From an optimization exercise on the open Yosys and OpenROAD flow, aimed at small area, a short achievable clock period and few clock cycles; shortcuts taken in it are not production practice.
The RTL was checked by simulation tests, not by an equivalence proof against the original design.

==> v5 <==
==> flow/design.v (excerpt) <==
module fast_inverse_sqrt_top (
   input  wire         clock,
   input  wire         reset,
   input  wire         req_valid,
   output wire         req_ready,
   input  wire  [31:0] req_value_bits,
   output wire         rsp_valid,
   input  wire         rsp_ready,
   output wire  [31:0] rsp_inv_sqrt_bits
);
==> flow/config.mk <==
export PLATFORM = sky130hd
export DESIGN_NAME = fast_inverse_sqrt_top
export DESIGN_NICKNAME = fast_inverse_sqrt_top
export VERILOG_FILES = /design/flow/design.v
export SDC_FILE = /design/flow/constraint.sdc
export NUM_CORES = 4
export LEC_CHECK = 0
export CAP_MARGIN = 20
export CORE_MARGIN = 2
export CORE_UTILIZATION = 40
export SLEW_MARGIN = 20
==> flow/constraint.sdc <==
create_clock -name core_clock -period 18.0 [get_ports {clock}]
set_input_delay 3.6000 -clock core_clock [delete_from_list [all_inputs] [get_ports {clock}]]
set_output_delay 3.6000 -clock core_clock [all_outputs]
set_load 0.01 [all_outputs]
standard.sh (not shown) runs the stock make flow with config.mk's settings and CLKGATE_MAP_FILE= SYNTH_SCRIPT=/design/flow/synth_recipe.tcl, a recipe that flattens the netlist after the stock synthesis.
==> flow/flow/run.sh <==
#!/bin/bash
# The standard layout, with timing repair aimed at a tighter setup slack
# than the 18 ns clock needs, so that the achieved period shrinks. The clock
# period and all constraints are the design's own.
set -euo pipefail
cd "$(dirname "$0")/.."
bash standard.sh SETUP_SLACK_MARGIN=12.3 finish > make_finish.log 2>&1
==> inputs of v1, as changes to v5 <==
--- a/flow/design.v
+++ b/flow/design.v
@@ -1470,74 +1470,80 @@
 endmodule
 `default_nettype none
 module fisr_mul_a (
    input  wire  [35:0] fa,
    input  wire  [35:0] fb,
-   output logic [35:0] hi_a,
-   output logic [35:0] hi_b,
+   output logic [29:0] hi_a,
+   output logic [29:0] hi_b,
    output logic        c22,
    output logic        stlo,
    output logic [9:0]  es,
+   output logic [4:0]  sh0,
+   output logic [4:0]  sh1,
    output logic        sgn,
    output logic        nan,
    output logic        inf,
    output logic        zero
 );
    logic [47:0] ra, rb;
-   logic [12:0] lo;
+   logic [9:0]  er1;
+   logic [18:0] lo;
    logic [5:0]  tz;
    fisr_mul_cs u_cs (.a({1'b1, fa[22:0]}), .b({1'b1, fb[22:0]}), .ra(ra), .rb(rb));
    always_comb begin
-      lo   = {1'b0, ra[11:0]} + {1'b0, rb[11:0]};
-      c22  = lo[12];
+      lo   = {1'b0, ra[17:0]} + {1'b0, rb[17:0]};
+      c22  = lo[18];
       tz   = {1'b0, fisr_pkg::tzc24({1'b1, fa[22:0]})} + {1'b0, fisr_pkg::tzc24({1'b1, fb[22:0]})};
       stlo = (tz < 6'd22);
-      hi_a = ra[47:12];
-      hi_b = rb[47:12];
+      hi_a = ra[47:18];
+      hi_b = rb[47:18];
       es   = {fa[31], fa[31:23]} + {fb[31], fb[31:23]} - 10'd127;
+      er1  = es + 10'd1;
+      if (!es[9] && es != 10'd0) sh0 = 5'd0;
+      else if ($signed(es) < -10'sd24) sh0 = 5'd25;
+      else sh0 = 5'(10'd1 - es);
+      if (!er1[9] && er1 != 10'd0) sh1 = 5'd0;
+      else if ($signed(er1) < -10'sd24) sh1 = 5'd25;
+      else sh1 = 5'(10'd1 - er1);
       sgn  = fa[32] ^ fb[32];
       nan  = fa[35] | fb[35] | (fa[34] & fb[33]) | (fb[34] & fa[33]);
       inf  = fa[34] | fb[34];
       zero = fa[33] | fb[33];
    end
 endmodule
 module fisr_mul_b (
-   input  wire  [35:0] hi_a,
-   input  wire  [35:0] hi_b,
+   input  wire  [29:0] hi_a,
+   input  wire  [29:0] hi_b,
    input  wire         c22,
    input  wire         stlo,
    input  wire  [9:0]  es,
+   input  wire  [4:0]  sh0,
+   input  wire  [4:0]  sh1,
    input  wire         sgn,
    input  wire         nan,
    input  wire         inf,
    input  wire         zero,
    output logic [35:0] f
 );
-   logic [37:0] sx;
+   logic [31:0] sx;
    logic [25:0] s;
    logic        n, g, st, guard, lsb, sticky, rnd, carry, zfin, ovf;
    logic [23:0] u, r, mask, mask0, mask1, um0, um1;
    logic [24:0] x, inc, inc0, inc1, th, th0, th1, oh, oh0, oh1;
    logic [9:0]  er, eo, er1, er2;
    logic        ov0, ov0c, ov1, ov1c;
-   logic [4:0]  sh, sh0, sh1;
+   logic [4:0]  sh;
    always_comb begin
       sx = {1'b0, hi_a, 1'b1} + {1'b0, hi_b, c22};
-      s  = sx[36:11];
+      s  = sx[30:5];
       n  = s[25];
       er1 = es + 10'd1;
       er2 = es + 10'd2;
       ov0  = !es[9] && (es >= 10'd255);
       ov0c = !es[9] && (es >= 10'd254);
       ov1  = !es[9] && (es >= 10'd254);
       ov1c = !es[9] && (es >= 10'd253);
-      if (!es[9] && es != 10'd0) sh0 = 5'd0;
-      else if ($signed(es) < -10'sd24) sh0 = 5'd25;
-      else sh0 = 5'(10'd1 - es);
-      if (!er1[9] && er1 != 10'd0) sh1 = 5'd0;
-      else if ($signed(er1) < -10'sd24) sh1 = 5'd25;
-      else sh1 = 5'(10'd1 - er1);
       for (int i = 0; i < 25; i++) begin
          th0[i] = (i < sh0);
          th1[i] = (i < sh1);
          oh0[i] = (i == sh0);
          oh1[i] = (i == sh1);
@@ -1599,18 +1605,20 @@
    logic [23:0] sa_hm;
    logic [7:0]  sa_xe;
    logic [4:0]  sa_k;
    logic        sa_xs, sa_nan, sa_inf, sa_zero, sa_small, sa_ysel;
    logic [35:0] s1_hx, s1_y;
-   logic [35:0] s2_ha, s2_hb;
+   logic [29:0] s2_ha, s2_hb;
    logic        s2_c22, s2_stlo, s2_sgn, s2_nan, s2_inf, s2_zero;
    logic [9:0]  s2_es;
+   logic [4:0]  s2_sh0, s2_sh1;
    logic [35:0] s2_y;
    logic [35:0] s3_p, s3_y;
-   logic [35:0] s4_ha, s4_hb;
+   logic [29:0] s4_ha, s4_hb;
    logic        s4_c22, s4_stlo, s4_sgn, s4_nan, s4_inf, s4_zero;
    logic [9:0]  s4_es;
+   logic [4:0]  s4_sh0, s4_sh1;
    logic [35:0] s4_y;
    logic [35:0] s5_t, s5_y;
    logic [26:0] s6_a27, s6_bs;
    logic [7:0]  s6_eg;
    logic        s6_sub, s6_sgn, s6_nan, s6_inf;
@@ -1618,13 +1626,14 @@
    logic [27:0] s6b_sum;
    logic [7:0]  s6b_eg;
    logic        s6b_sgn, s6b_nan, s6b_inf;
    logic [35:0] s6b_y;
    logic [35:0] s7_d, s7_y;
-   logic [35:0] s8_ha, s8_hb;
+   logic [29:0] s8_ha, s8_hb;
    logic        s8_c22, s8_stlo, s8_sgn, s8_nan, s8_inf, s8_zero;
    logic [9:0]  s8_es;
+   logic [4:0]  s8_sh0, s8_sh1;
    logic [35:0] s9_r;
    logic [7:0]  xe;
    logic [22:0] xf;
    logic        a_small, a_ysel;
    logic [23:0] a_q2, a_hm, a_nin;
@@ -1666,28 +1675,30 @@
       end else begin
          y1[31:23] = {1'b0, sa_yr[30:23]};
          y1[22:0]  = sa_yr[22:0];
       end
    end
-   logic [35:0] m2_ha, m2_hb;
+   logic [29:0] m2_ha, m2_hb;
    logic        m2_c22, m2_stlo, m2_sgn, m2_nan, m2_inf, m2_zero;
    logic [9:0]  m2_es;
+   logic [4:0]  m2_sh0, m2_sh1;
    logic [35:0] p3;
    fisr_mul_a u_pa (.fa(s1_hx), .fb(s1_y), .hi_a(m2_ha), .hi_b(m2_hb), .c22(m2_c22),
-                    .stlo(m2_stlo), .es(m2_es), .sgn(m2_sgn), .nan(m2_nan), .inf(m2_inf),
+                    .stlo(m2_stlo), .es(m2_es), .sh0(m2_sh0), .sh1(m2_sh1), .sgn(m2_sgn), .nan(m2_nan), .inf(m2_inf),
                     .zero(m2_zero));
    fisr_mul_b u_pb (.hi_a(s2_ha), .hi_b(s2_hb), .c22(s2_c22), .stlo(s2_stlo), .es(s2_es),
-                    .sgn(s2_sgn), .nan(s2_nan), .inf(s2_inf), .zero(s2_zero), .f(p3));
-   logic [35:0] m4_ha, m4_hb;
+                    .sh0(s2_sh0), .sh1(s2_sh1), .sgn(s2_sgn), .nan(s2_nan), .inf(s2_inf), .zero(s2_zero), .f(p3));
+   logic [29:0] m4_ha, m4_hb;
    logic        m4_c22, m4_stlo, m4_sgn, m4_nan, m4_inf, m4_zero;
    logic [9:0]  m4_es;
+   logic [4:0]  m4_sh0, m4_sh1;
    logic [35:0] t5;
    fisr_mul_a u_ta (.fa(s3_p), .fb(s3_y), .hi_a(m4_ha), .hi_b(m4_hb), .c22(m4_c22),
-                    .stlo(m4_stlo), .es(m4_es), .sgn(m4_sgn), .nan(m4_nan), .inf(m4_inf),
+                    .stlo(m4_stlo), .es(m4_es), .sh0(m4_sh0), .sh1(m4_sh1), .sgn(m4_sgn), .nan(m4_nan), .inf(m4_inf),
                     .zero(m4_zero));
    fisr_mul_b u_tb (.hi_a(s4_ha), .hi_b(s4_hb), .c22(s4_c22), .stlo(s4_stlo), .es(s4_es),
-                    .sgn(s4_sgn), .nan(s4_nan), .inf(s4_inf), .zero(s4_zero), .f(t5));
+                    .sh0(s4_sh0), .sh1(s4_sh1), .sgn(s4_sgn), .nan(s4_nan), .inf(s4_inf), .zero(s4_zero), .f(t5));
    logic [8:0]  te;
    logic        t_big, t_sub, t_far;
    logic [4:0]  dt, dc;
    logic [26:0] tsh, csh, tmask, cmask, a27, bs;
    logic [27:0] sum6;
@@ -1750,19 +1761,20 @@
       d7[33] = !s6b_nan && !s6b_inf && (s6b_sum == '0);
       d7[32] = s6b_inf ? s6b_sgn : (s6b_sgn && (s6b_sum != '0));
       d7[31:23] = e7[8:0];
       d7[22:0]  = near7 ? nn27[25:3] : mr[22:0];
    end
-   logic [35:0] m8_ha, m8_hb;
+   logic [29:0] m8_ha, m8_hb;
    logic        m8_c22, m8_stlo, m8_sgn, m8_nan, m8_inf, m8_zero;
    logic [9:0]  m8_es;
+   logic [4:0]  m8_sh0, m8_sh1;
    logic [35:0] r9;
    fisr_mul_a u_ra (.fa(s7_y), .fb(s7_d), .hi_a(m8_ha), .hi_b(m8_hb), .c22(m8_c22),
-                    .stlo(m8_stlo), .es(m8_es), .sgn(m8_sgn), .nan(m8_nan), .inf(m8_inf),
+                    .stlo(m8_stlo), .es(m8_es), .sh0(m8_sh0), .sh1(m8_sh1), .sgn(m8_sgn), .nan(m8_nan), .inf(m8_inf),
                     .zero(m8_zero));
    fisr_mul_b u_rb (.hi_a(s8_ha), .hi_b(s8_hb), .c22(s8_c22), .stlo(s8_stlo), .es(s8_es),
-                    .sgn(s8_sgn), .nan(s8_nan), .inf(s8_inf), .zero(s8_zero), .f(r9));
+                    .sh0(s8_sh0), .sh1(s8_sh1), .sgn(s8_sgn), .nan(s8_nan), .inf(s8_inf), .zero(s8_zero), .f(r9));
    logic [23:0] rfrac;
    logic [31:0] rw;
    always_comb begin
       rfrac = {1'b1, s9_r[22:0]} >> (5'd1 - s9_r[27:23]);
       if (s9_r[35]) rw = fisr_pkg::CANON_NAN;
@@ -1829,10 +1841,12 @@
          s2_ha    <= m2_ha;
          s2_hb    <= m2_hb;
          s2_c22   <= m2_c22;
          s2_stlo  <= m2_stlo;
          s2_es    <= m2_es;
+         s2_sh0  <= m2_sh0;
+         s2_sh1  <= m2_sh1;
          s2_sgn   <= m2_sgn;
          s2_nan   <= m2_nan;
          s2_inf   <= m2_inf;
          s2_zero  <= m2_zero;
          s2_y     <= s1_y;
@@ -1841,10 +1855,12 @@
          s4_ha    <= m4_ha;
          s4_hb    <= m4_hb;
          s4_c22   <= m4_c22;
          s4_stlo  <= m4_stlo;
          s4_es    <= m4_es;
+         s4_sh0  <= m4_sh0;
+         s4_sh1  <= m4_sh1;
          s4_sgn   <= m4_sgn;
          s4_nan   <= m4_nan;
          s4_inf   <= m4_inf;
          s4_zero  <= m4_zero;
          s4_y     <= s3_y;
@@ -1869,10 +1885,12 @@
          s8_ha    <= m8_ha;
          s8_hb    <= m8_hb;
          s8_c22   <= m8_c22;
          s8_stlo  <= m8_stlo;
          s8_es    <= m8_es;
+         s8_sh0  <= m8_sh0;
+         s8_sh1  <= m8_sh1;
          s8_sgn   <= m8_sgn;
          s8_nan   <= m8_nan;
          s8_inf   <= m8_inf;
          s8_zero  <= m8_zero;
          s9_r     <= r9;
==> flow/flow/run.sh (replaced) <==
#!/bin/bash
# The standard layout, with timing repair aimed at a tighter setup slack
# than the 18 ns clock needs, so that the achieved period shrinks. The clock
# period and all constraints are the design's own.
set -euo pipefail
cd "$(dirname "$0")/.."
bash standard.sh SETUP_SLACK_MARGIN=13 finish > make_finish.log 2>&1
==> inputs of v11, as changes to v5 <==
--- a/flow/design.v
+++ b/flow/design.v
@@ -1475,16 +1475,19 @@
    output logic [35:0] hi_a,
    output logic [35:0] hi_b,
    output logic        c22,
    output logic        stlo,
    output logic [9:0]  es,
+   output logic [4:0]  sh0,
+   output logic [4:0]  sh1,
    output logic        sgn,
    output logic        nan,
    output logic        inf,
    output logic        zero
 );
    logic [47:0] ra, rb;
+   logic [9:0]  er1;
    logic [12:0] lo;
    logic [5:0]  tz;
    fisr_mul_cs u_cs (.a({1'b1, fa[22:0]}), .b({1'b1, fb[22:0]}), .ra(ra), .rb(rb));
    always_comb begin
       lo   = {1'b0, ra[11:0]} + {1'b0, rb[11:0]};
@@ -1492,10 +1495,17 @@
       tz   = {1'b0, fisr_pkg::tzc24({1'b1, fa[22:0]})} + {1'b0, fisr_pkg::tzc24({1'b1, fb[22:0]})};
       stlo = (tz < 6'd22);
       hi_a = ra[47:12];
       hi_b = rb[47:12];
       es   = {fa[31], fa[31:23]} + {fb[31], fb[31:23]} - 10'd127;
+      er1  = es + 10'd1;
+      if (!es[9] && es != 10'd0) sh0 = 5'd0;
+      else if ($signed(es) < -10'sd24) sh0 = 5'd25;
+      else sh0 = 5'(10'd1 - es);
+      if (!er1[9] && er1 != 10'd0) sh1 = 5'd0;
+      else if ($signed(er1) < -10'sd24) sh1 = 5'd25;
+      else sh1 = 5'(10'd1 - er1);
       sgn  = fa[32] ^ fb[32];
       nan  = fa[35] | fb[35] | (fa[34] & fb[33]) | (fb[34] & fa[33]);
       inf  = fa[34] | fb[34];
       zero = fa[33] | fb[33];
    end
@@ -1504,10 +1514,12 @@
    input  wire  [35:0] hi_a,
    input  wire  [35:0] hi_b,
    input  wire         c22,
    input  wire         stlo,
    input  wire  [9:0]  es,
+   input  wire  [4:0]  sh0,
+   input  wire  [4:0]  sh1,
    input  wire         sgn,
    input  wire         nan,
    input  wire         inf,
    input  wire         zero,
    output logic [35:0] f
@@ -1517,27 +1529,21 @@
    logic        n, g, st, guard, lsb, sticky, rnd, carry, zfin, ovf;
    logic [23:0] u, r, mask, mask0, mask1, um0, um1;
    logic [24:0] x, inc, inc0, inc1, th, th0, th1, oh, oh0, oh1;
    logic [9:0]  er, eo, er1, er2;
    logic        ov0, ov0c, ov1, ov1c;
-   logic [4:0]  sh, sh0, sh1;
+   logic [4:0]  sh;
    always_comb begin
       sx = {1'b0, hi_a, 1'b1} + {1'b0, hi_b, c22};
       s  = sx[36:11];
       n  = s[25];
       er1 = es + 10'd1;
       er2 = es + 10'd2;
       ov0  = !es[9] && (es >= 10'd255);
       ov0c = !es[9] && (es >= 10'd254);
       ov1  = !es[9] && (es >= 10'd254);
       ov1c = !es[9] && (es >= 10'd253);
-      if (!es[9] && es != 10'd0) sh0 = 5'd0;
-      else if ($signed(es) < -10'sd24) sh0 = 5'd25;
-      else sh0 = 5'(10'd1 - es);
-      if (!er1[9] && er1 != 10'd0) sh1 = 5'd0;
-      else if ($signed(er1) < -10'sd24) sh1 = 5'd25;
-      else sh1 = 5'(10'd1 - er1);
       for (int i = 0; i < 25; i++) begin
          th0[i] = (i < sh0);
          th1[i] = (i < sh1);
          oh0[i] = (i == sh0);
          oh1[i] = (i == sh1);
@@ -1602,15 +1608,17 @@
    logic        sa_xs, sa_nan, sa_inf, sa_zero, sa_small, sa_ysel;
    logic [35:0] s1_hx, s1_y;
    logic [35:0] s2_ha, s2_hb;
    logic        s2_c22, s2_stlo, s2_sgn, s2_nan, s2_inf, s2_zero;
    logic [9:0]  s2_es;
+   logic [4:0]  s2_sh0, s2_sh1;
    logic [35:0] s2_y;
    logic [35:0] s3_p, s3_y;
    logic [35:0] s4_ha, s4_hb;
    logic        s4_c22, s4_stlo, s4_sgn, s4_nan, s4_inf, s4_zero;
    logic [9:0]  s4_es;
+   logic [4:0]  s4_sh0, s4_sh1;
    logic [35:0] s4_y;
    logic [35:0] s5_t, s5_y;
    logic [26:0] s6_a27, s6_bs;
    logic [7:0]  s6_eg;
    logic        s6_sub, s6_sgn, s6_nan, s6_inf;
@@ -1621,10 +1629,11 @@
    logic [35:0] s6b_y;
    logic [35:0] s7_d, s7_y;
    logic [35:0] s8_ha, s8_hb;
    logic        s8_c22, s8_stlo, s8_sgn, s8_nan, s8_inf, s8_zero;
    logic [9:0]  s8_es;
+   logic [4:0]  s8_sh0, s8_sh1;
    logic [35:0] s9_r;
    logic [7:0]  xe;
    logic [22:0] xf;
    logic        a_small, a_ysel;
    logic [23:0] a_q2, a_hm, a_nin;
@@ -1669,25 +1678,27 @@
       end
    end
    logic [35:0] m2_ha, m2_hb;
    logic        m2_c22, m2_stlo, m2_sgn, m2_nan, m2_inf, m2_zero;
    logic [9:0]  m2_es;
+   logic [4:0]  m2_sh0, m2_sh1;
    logic [35:0] p3;
    fisr_mul_a u_pa (.fa(s1_hx), .fb(s1_y), .hi_a(m2_ha), .hi_b(m2_hb), .c22(m2_c22),
-                    .stlo(m2_stlo), .es(m2_es), .sgn(m2_sgn), .nan(m2_nan), .inf(m2_inf),
+                    .stlo(m2_stlo), .es(m2_es), .sh0(m2_sh0), .sh1(m2_sh1), .sgn(m2_sgn), .nan(m2_nan), .inf(m2_inf),
                     .zero(m2_zero));
    fisr_mul_b u_pb (.hi_a(s2_ha), .hi_b(s2_hb), .c22(s2_c22), .stlo(s2_stlo), .es(s2_es),
-                    .sgn(s2_sgn), .nan(s2_nan), .inf(s2_inf), .zero(s2_zero), .f(p3));
+                    .sh0(s2_sh0), .sh1(s2_sh1), .sgn(s2_sgn), .nan(s2_nan), .inf(s2_inf), .zero(s2_zero), .f(p3));
    logic [35:0] m4_ha, m4_hb;
    logic        m4_c22, m4_stlo, m4_sgn, m4_nan, m4_inf, m4_zero;
    logic [9:0]  m4_es;
+   logic [4:0]  m4_sh0, m4_sh1;
    logic [35:0] t5;
    fisr_mul_a u_ta (.fa(s3_p), .fb(s3_y), .hi_a(m4_ha), .hi_b(m4_hb), .c22(m4_c22),
-                    .stlo(m4_stlo), .es(m4_es), .sgn(m4_sgn), .nan(m4_nan), .inf(m4_inf),
+                    .stlo(m4_stlo), .es(m4_es), .sh0(m4_sh0), .sh1(m4_sh1), .sgn(m4_sgn), .nan(m4_nan), .inf(m4_inf),
                     .zero(m4_zero));
    fisr_mul_b u_tb (.hi_a(s4_ha), .hi_b(s4_hb), .c22(s4_c22), .stlo(s4_stlo), .es(s4_es),
-                    .sgn(s4_sgn), .nan(s4_nan), .inf(s4_inf), .zero(s4_zero), .f(t5));
+                    .sh0(s4_sh0), .sh1(s4_sh1), .sgn(s4_sgn), .nan(s4_nan), .inf(s4_inf), .zero(s4_zero), .f(t5));
    logic [8:0]  te;
    logic        t_big, t_sub, t_far;
    logic [4:0]  dt, dc;
    logic [26:0] tsh, csh, tmask, cmask, a27, bs;
    logic [27:0] sum6;
@@ -1753,16 +1764,17 @@
       d7[22:0]  = near7 ? nn27[25:3] : mr[22:0];
    end
    logic [35:0] m8_ha, m8_hb;
    logic        m8_c22, m8_stlo, m8_sgn, m8_nan, m8_inf, m8_zero;
    logic [9:0]  m8_es;
+   logic [4:0]  m8_sh0, m8_sh1;
    logic [35:0] r9;
    fisr_mul_a u_ra (.fa(s7_y), .fb(s7_d), .hi_a(m8_ha), .hi_b(m8_hb), .c22(m8_c22),
-                    .stlo(m8_stlo), .es(m8_es), .sgn(m8_sgn), .nan(m8_nan), .inf(m8_inf),
+                    .stlo(m8_stlo), .es(m8_es), .sh0(m8_sh0), .sh1(m8_sh1), .sgn(m8_sgn), .nan(m8_nan), .inf(m8_inf),
                     .zero(m8_zero));
    fisr_mul_b u_rb (.hi_a(s8_ha), .hi_b(s8_hb), .c22(s8_c22), .stlo(s8_stlo), .es(s8_es),
-                    .sgn(s8_sgn), .nan(s8_nan), .inf(s8_inf), .zero(s8_zero), .f(r9));
+                    .sh0(s8_sh0), .sh1(s8_sh1), .sgn(s8_sgn), .nan(s8_nan), .inf(s8_inf), .zero(s8_zero), .f(r9));
    logic [23:0] rfrac;
    logic [31:0] rw;
    always_comb begin
       rfrac = {1'b1, s9_r[22:0]} >> (5'd1 - s9_r[27:23]);
       if (s9_r[35]) rw = fisr_pkg::CANON_NAN;
@@ -1829,10 +1841,12 @@
          s2_ha    <= m2_ha;
          s2_hb    <= m2_hb;
          s2_c22   <= m2_c22;
          s2_stlo  <= m2_stlo;
          s2_es    <= m2_es;
+         s2_sh0  <= m2_sh0;
+         s2_sh1  <= m2_sh1;
          s2_sgn   <= m2_sgn;
          s2_nan   <= m2_nan;
          s2_inf   <= m2_inf;
          s2_zero  <= m2_zero;
          s2_y     <= s1_y;
@@ -1841,10 +1855,12 @@
          s4_ha    <= m4_ha;
          s4_hb    <= m4_hb;
          s4_c22   <= m4_c22;
          s4_stlo  <= m4_stlo;
          s4_es    <= m4_es;
+         s4_sh0  <= m4_sh0;
+         s4_sh1  <= m4_sh1;
          s4_sgn   <= m4_sgn;
          s4_nan   <= m4_nan;
          s4_inf   <= m4_inf;
          s4_zero  <= m4_zero;
          s4_y     <= s3_y;
@@ -1869,10 +1885,12 @@
          s8_ha    <= m8_ha;
          s8_hb    <= m8_hb;
          s8_c22   <= m8_c22;
          s8_stlo  <= m8_stlo;
          s8_es    <= m8_es;
+         s8_sh0  <= m8_sh0;
+         s8_sh1  <= m8_sh1;
          s8_sgn   <= m8_sgn;
          s8_nan   <= m8_nan;
          s8_inf   <= m8_inf;
          s8_zero  <= m8_zero;
          s9_r     <= r9;
==> flow/flow/run.sh (replaced) <==
#!/bin/bash
# The standard layout, with timing repair aimed at a tighter setup slack
# than the 18 ns clock needs, so that the achieved period shrinks. The clock
# period and all constraints are the design's own.
set -euo pipefail
cd "$(dirname "$0")/.."
bash standard.sh SETUP_SLACK_MARGIN=13 finish > make_finish.log 2>&1
==> comparison <==
- Die area, lowest first: v1, v11, v5.
- Against v11, the flip-flop and latch count of v1 is lower by 36.
- Between v11 and v1, the lower utilization is in v11 (gap 0.61 points).
- Against v5, the maximum frequency of v1 is higher by 10%.
- Against v1, the setup slack of v11 is higher by 0.091 ns.
==> figures <==
Total setup buffers inserted after CTS: v5 53; v11 102; v1 123
Final RePlAce weighted congestion: v5 0.992; v11 0.951; v1 0.975
HPWL after detailed placement: v5 272,000 µm; v11 242,000 µm; v1 262,000 µm
FF/Latch Area: v5 30,100 µm²; v11 31,000 µm²; v1 29,900 µm²
Routed WL per cell: v5 25.6 µm; v11 24.1 µm; v1 25.9 µm
Tightest slew margin relative to the limit: v5 21.6%; v11 26.4%; v1 23.9%
R2R cell count: v5 18; v11 20; v1 16
Logic depth of the worst path, buffers included: v5 18; v11 20; v1 1
Required time reported for the critical path endpoint: v5 18.60 ns; v11 18.51 ns; v1 14.40 ns
Unique masters post-synth: v5 141; v11 117; v1 123
Row cnt: v5 190; v11 188; v1 187
Run status: v5 complete, no violations; v11 complete, no violations; v1 complete, no violations
Adder and majority gate portion of the synthesized area: v5 20.0%; v11 20.5%; v1 20.6%
Testbench counts of v5, summed over its fixed seeds: cycles 24,104.
Testbench counts of v1, summed over its fixed seeds: cycles 24,104.
Testbench counts of v11, summed over its fixed seeds: cycles 24,104.

==> separate check: timing with driven ports <==
In the flow no input, the clock included, has a driving cell. The finished layouts below were timed again as built, in two steps. Step 1, drivers: a clkbuf_16 drives clock and a buf_2 each remaining input, both assumed. Step 2 times the ports against the registers' clock, not the clock port: input delays grow and output delays shrink by t, the midpoint of the rising clock arrivals with the driver on. Three values: no drivers, after step 1, after step 2; two values: the first two.
| run | t, ns | setup slack, ns | worst setup path at the end |
|---|---|---|---|
| v5 | 0.942 | 12.332 / 12.332 / 12.332 | register to register |
| v1 | 0.898 | 12.860 / 12.755 / 12.870 | register to register |
| v11 | 0.862 | 12.951 / 12.951 / 12.951 | register to register |
After both steps setup and hold are still met in every run listed.
